Background: an optimization exercise with open tools, aiming at small area. Do not read the settings as production practice.
Function was checked by simulation only, so behaviour that the tests miss may differ from the original. The clock port is modelled as an ideal driver; clocking choices that lean on that would not hold on a real chip.

==> run a <==
==> flow/design.v (excerpt) <==
module sliding_window_arq_endpoint #(
  parameter int unsigned WindowSlots = swarq_pkg::WindowSlotsDef
) (
  input  wire                   clk_i,
  input  wire                   rst_ni,
  input  wire                   in_valid_i,
  output logic                  in_ready_o,
  input  wire  [65:0]           in_req_i,
  output logic                  out_valid_o,
  input  wire                   out_ready_i,
  output logic [79:0]           out_rsp_o
);
  localparam int unsigned SeqW  = swarq_pkg::SeqW;
  localparam int unsigned DataW = swarq_pkg::HandleW + swarq_pkg::LenW;
  localparam int unsigned IdxW  = $clog2(WindowSlots);
  localparam int unsigned CntW  = $clog2(WindowSlots + 1);
  localparam int unsigned BitW  = $clog2(SeqW);
  typedef enum logic [3:0] {
    ST_IDLE,
    ST_OFFSET,      
    ST_TX_ADD,      
    ST_WRITE,       
    ST_STATUS,
    ST_DRAIN,       
    ST_DELIVER,     
    ST_INC_WAIT,    
    ST_INC,         
    ST_ACK,
    ST_CLOSE_ACK
  } state_e;
  logic [1:0]       req_type;
  logic [SeqW-1:0]  req_seq;
  logic [DataW-1:0] req_data;
  logic             req_len_zero, req_data_t, req_ack_t;
  assign req_type     = in_req_i[65:64];
  assign req_seq      = in_req_i[63:32];
  assign req_data     = in_req_i[31:0];
  assign req_len_zero = (in_req_i[15:0] == '0);
  assign req_data_t   = (req_type == swarq_pkg::REQ_DATA);
  assign req_ack_t    = (req_type == swarq_pkg::REQ_ACK);
  state_e           state_q;
  logic [BitW-1:0]  ph_q;          
  logic [IdxW-1:0]  head_q;        
  logic [SeqW-1:0]  nack_q;        
  logic [SeqW-1:0]  tx_q;          
  logic [CntW-1:0]  outst_q;
  logic             closed_q;
  logic             acc_q, lz_q, full_q;
  logic [CntW-1:0]  freed_q;
  logic             c_q, nz_q;
  logic             fresh_q;       
  logic [IdxW-1:0]  slot_ph;
  assign slot_ph = ph_q[IdxW-1:0];
  logic             wr_en, clr_en;
  logic             rd_valid;
  logic [DataW-1:0] rd_data;
  swarq_slot_store #(
    .WindowSlots (WindowSlots),
    .DataW       (DataW)
  ) u_slots (
    .clk_i      (clk_i),
    .wr_en_i    (wr_en),
    .wr_data_i  (req_data),
    .clr_en_i   (clr_en),
    .flush_i    (fresh_q),
    .rd_valid_o (rd_valid),
    .rd_data_o  (rd_data)
  );
  logic ph_first, ph_last;
  ...
==> module swarq_slot_store, before the edit <==
module swarq_slot_store #(
  parameter int unsigned WindowSlots = swarq_pkg::WindowSlotsDef,
  parameter int unsigned DataW       = swarq_pkg::HandleW + swarq_pkg::LenW
) (
  input  wire               clk_i,
  input  wire               wr_en_i,
  input  wire  [DataW-1:0]  wr_data_i,
  input  wire               clr_en_i,
  input  wire               flush_i,
  output logic              rd_valid_o,
  output logic [DataW-1:0]  rd_data_o
);
  logic [WindowSlots-1:0]            valid_q;
  logic [WindowSlots-1:0][DataW-1:0] data_q;
  always_ff @(posedge clk_i) begin
    valid_q[0] <= valid_q[WindowSlots-1];
    valid_q[1] <= ((valid_q[0] & ~clr_en_i) | wr_en_i) & ~flush_i;
    for (int p = 2; p < WindowSlots; p++) valid_q[p] <= valid_q[p-1];
    data_q[0] <= data_q[WindowSlots-1];
    data_q[1] <= wr_en_i ? ~wr_data_i : data_q[0];
    for (int p = 2; p < WindowSlots; p++) data_q[p] <= data_q[p-1];
  end
  assign rd_valid_o = valid_q[0];
  assign rd_data_o  = ~data_q[0];
endmodule
export LEC_CHECK = 0
export CAP_MARGIN = 20
export CORE_MARGIN = 2
export CORE_UTILIZATION = 65
export CTS_BUF_LIST = sky130_fd_sc_hd__clkbuf_16
export CTS_CLUSTER_DIAMETER = 70
export CTS_CLUSTER_SIZE = 36
export SLEW_MARGIN = 20
export BUFFER_PORTS_ARGS = -buffer_cell sky130_fd_sc_hd__buf_1
export CTS_ARGS = -sink_clustering_enable -repair_clock_nets -sink_clustering_size 36 -sink_clustering_max_diameter 70 -buf_list sky130_fd_sc_hd__clkbuf_16 -dont_use_dummy_load
create_clock -name core_clock -period 8.0 [get_ports {clk_i}]
standard.sh (not shown) runs the stock make flow with config.mk's settings and CLKGATE_MAP_FILE= SYNTH_SCRIPT=/design/flow/synth_recipe.tcl, a recipe that flattens the netlist after the stock synthesis.
==> flow/flow/run.sh <==
#!/bin/bash
# Standard ORFS layout with two changes: the port buffers are made from the
# smallest buffer, and the combinational cells of the standard synthesis are
# remapped for area (flip-flops untouched, kept by name and cell) before the
# layout reads it. Several ABC scripts are tried; the smallest netlist that
# is proven equal to the standard one is used.
set -euo pipefail
FLOWDIR=$PWD/flow
cat >> config.mk <<EOC
export BUFFER_PORTS_ARGS = -buffer_cell sky130_fd_sc_hd__buf_1
export CTS_ARGS = -sink_clustering_enable -repair_clock_nets -sink_clustering_size 36 -sink_clustering_max_diameter 70 -buf_list sky130_fd_sc_hd__clkbuf_16 -dont_use_dummy_load
EOC
bash standard.sh synth > synth.log 2>&1
R=orfs/results/$FLOW_PLATFORM/sliding_window_arq_endpoint/base
LIB=$FLOW_HOME/platforms/$FLOW_PLATFORM/lib/sky130_fd_sc_hd__tt_025C_1v80.lib
YOSYS=$FLOW_HOME/../tools/install/yosys/bin/yosys
[[ -x $YOSYS ]] || YOSYS=yosys
cp $R/1_2_yosys.v $R/1_2_yosys_std.v
best=""; best_area=""
for abc in $FLOWDIR/abc_*.abc; do
  n=$(basename $abc .abc)
  sed -e "s#@LIB@#$LIB#g" -e "s#@IN@#$R/1_2_yosys_std.v#" -e "s#@TOP@#$FLOW_TOP#" \
      -e "s#@ABC@#$abc#" -e "s#@OUT@#$R/1_2_yosys_$n.v#" \
      $FLOWDIR/resyn.ys.in > resyn_$n.ys
  sed -e "s#@LIB@#$LIB#g" -e "s#@GOLD@#$R/1_2_yosys_std.v#" -e "s#@GATE@#$R/1_2_yosys_$n.v#" \
      -e "s#@TOP@#$FLOW_TOP#g" $FLOWDIR/equiv.ys.in > equiv_$n.ys
  if $YOSYS -s resyn_$n.ys > resyn_$n.log 2>&1 && $YOSYS -s equiv_$n.ys > equiv_$n.log 2>&1; then
    area=$(grep "Chip area" resyn_$n.log | tail -1 | awk '{print $NF}')
    echo "$n $area" >> remap_areas.txt
    if [[ -z $best_area ]] || awk -v a=$area -v b=$best_area 'BEGIN{exit !(a<b)}'; then
      best=$n; best_area=$area
    fi
  else
    echo "$n failed" >> remap_areas.txt
  fi
done
if [[ -n $best ]]; then
  cp $R/1_2_yosys_$best.v $R/1_2_yosys.v
  touch $R/1_2_yosys.v
  echo "remapped netlist in use: $best $best_area" > remap_status.txt
else
  echo "remap failed; standard netlist kept" > remap_status.txt
fi
bash standard.sh > standard.log 2>&1
==> flow/flow/abc_ds180.abc <==
strash
&get -n
&fraig -x
&put
scorr
dc2
strash
&get -n
&deepsyn -T 180
&synch2
&if -K 4 -a
&mfs
&st
&put
dch -f
amap
==> flow/flow/abc_ds60.abc <==
strash
&get -n
&fraig -x
&put
scorr
dc2
strash
&get -n
&deepsyn -T 60
&synch2
&if -K 4 -a
&mfs
&st
&put
dch -f
amap
==> flow/flow/abc_ds60map.abc <==
strash
&get -n
&fraig -x
&put
scorr
dc2
strash
&get -n
&deepsyn -T 60
&put
dch -f
amap
Other scripts of this flow, unchanged in this note and not shown: flow/flow/abc_amap.abc, flow/flow/abc_c6.abc, flow/flow/abc_c9.abc, flow/flow/abc_d1.abc, flow/flow/abc_d3.abc, flow/flow/abc_nf.abc, flow/flow/equiv.ys.in, flow/flow/resyn.ys.in
==> inputs of run b, as changes to run a <==
--- a/flow/design.v
+++ b/flow/design.v
@@ -35,3 +35,3 @@
     data_q[0] <= data_q[WindowSlots-1];
-    data_q[1] <= wr_en_i ? ~wr_data_i : data_q[0];
+    data_q[1] <= wr_en_i ? wr_data_i : data_q[0];
     for (int p = 2; p < WindowSlots; p++) data_q[p] <= data_q[p-1];
@@ -39,3 +39,3 @@
   assign rd_valid_o = valid_q[0];
-  assign rd_data_o  = ~data_q[0];
+  assign rd_data_o  = data_q[0];
 endmodule
==> inputs of run c, as changes to run a <==
--- a/flow/design.v
+++ b/flow/design.v
@@ -35,3 +35,3 @@
     data_q[0] <= data_q[WindowSlots-1];
-    data_q[1] <= wr_en_i ? ~wr_data_i : data_q[0];
+    data_q[1] <= wr_en_i ? wr_data_i : data_q[0];
     for (int p = 2; p < WindowSlots; p++) data_q[p] <= data_q[p-1];
@@ -39,3 +39,3 @@
   assign rd_valid_o = valid_q[0];
-  assign rd_data_o  = ~data_q[0];
+  assign rd_data_o  = data_q[0];
 endmodule
--- a/flow/flow/run.sh
+++ b/flow/flow/run.sh
@@ -10,3 +10,2 @@
 export BUFFER_PORTS_ARGS = -buffer_cell sky130_fd_sc_hd__buf_1
-export CTS_ARGS = -sink_clustering_enable -repair_clock_nets -sink_clustering_size 36 -sink_clustering_max_diameter 70 -buf_list sky130_fd_sc_hd__clkbuf_16 -dont_use_dummy_load
 EOC
- CTS_ARGS: -sink_clustering_enable -repair_clock_nets -sink_clustering_size 36 -sink_clustering_max_diameter 70 -buf_list sky130_fd_sc_hd__clkbuf_16 -dont_use_dummy_load -> default
removed: flow/flow/abc_ds180.abc
removed: flow/flow/abc_ds60.abc
removed: flow/flow/abc_ds60map.abc
==> impl_metrics.yaml <==
cells_and_area:
  fillers: 1635
power_and_ir_drop:
  p_total_mw: 5.60
  switchingPower_mw: 1.25
yosys:
  syn_area_mm2: 0.0158
  synthCells: 1024
detailed_routing:
  dr.first_iter.drc_count: 373
run_status:
  status: "finished clean"
placed_design:
  dpl_cell_area_mm2: 0.0168
# the run above: run b

==> impl_metrics.yaml <==
run_status:
  status: "finished clean"
yosys:
  syn_area_mm2: 0.0160
  synthCells: 1040
power_and_ir_drop:
  p_total_mw: 5.76
  switchingPower_mw: 1.37
placed_design:
  dpl_cell_area_mm2: 0.0170
detailed_routing:
  dr.first_iter.drc_count: 634
# the run above: run c

==> impl_metrics.yaml <==
power_and_ir_drop:
  switchingPower_mw: 1.17
  p_total_mw: 5.39
placed_design:
  dpl_cell_area_mm2: 0.0169
cells_and_area:
  fillers: 1595
yosys:
  synthCells: 1041
  syn_area_mm2: 0.0159
detailed_routing:
  dr.first_iter.drc_count: 479
run_status:
  status: "finished clean"
sta:
  rsz0062_at_grt: "no"
# the run above: run a

==> afterwards: timing with drivers on the ports <==
No port has a modelled driver above. Below, the same layouts with a new extraction and two added sets of constraints. Step 1 sets driving cells, clkbuf_16 on the clock port and buf_2 on the other inputs (assumed; they add their load-dependent delay and slew). Step 2 times the ports against the registers' clock, not the clock port: input delays grow and output delays shrink by t, the midpoint of the rising clock arrivals with the driver on. a / b / c = no drivers / after step 1 / after step 2; a / b = the first two.
run | t (ns) | setup slack, ns | hold slack, ns
run a | 0.571 | 2.590 / 2.541 / 2.664 | 0.302 / 0.302 / 0.302
run b | 0.579 | 2.712 / 2.690 / 2.690 | 0.269 / 0.269 / 0.269
run c | 0.597 | 2.399 / 2.350 / 2.498 | 0.326 / 0.326 / 0.326
After both steps setup and hold are still met in every run listed. The setup slack of run b, which loses most, moves by -0.022 ns with the drivers and by -0.022 ns with both steps.
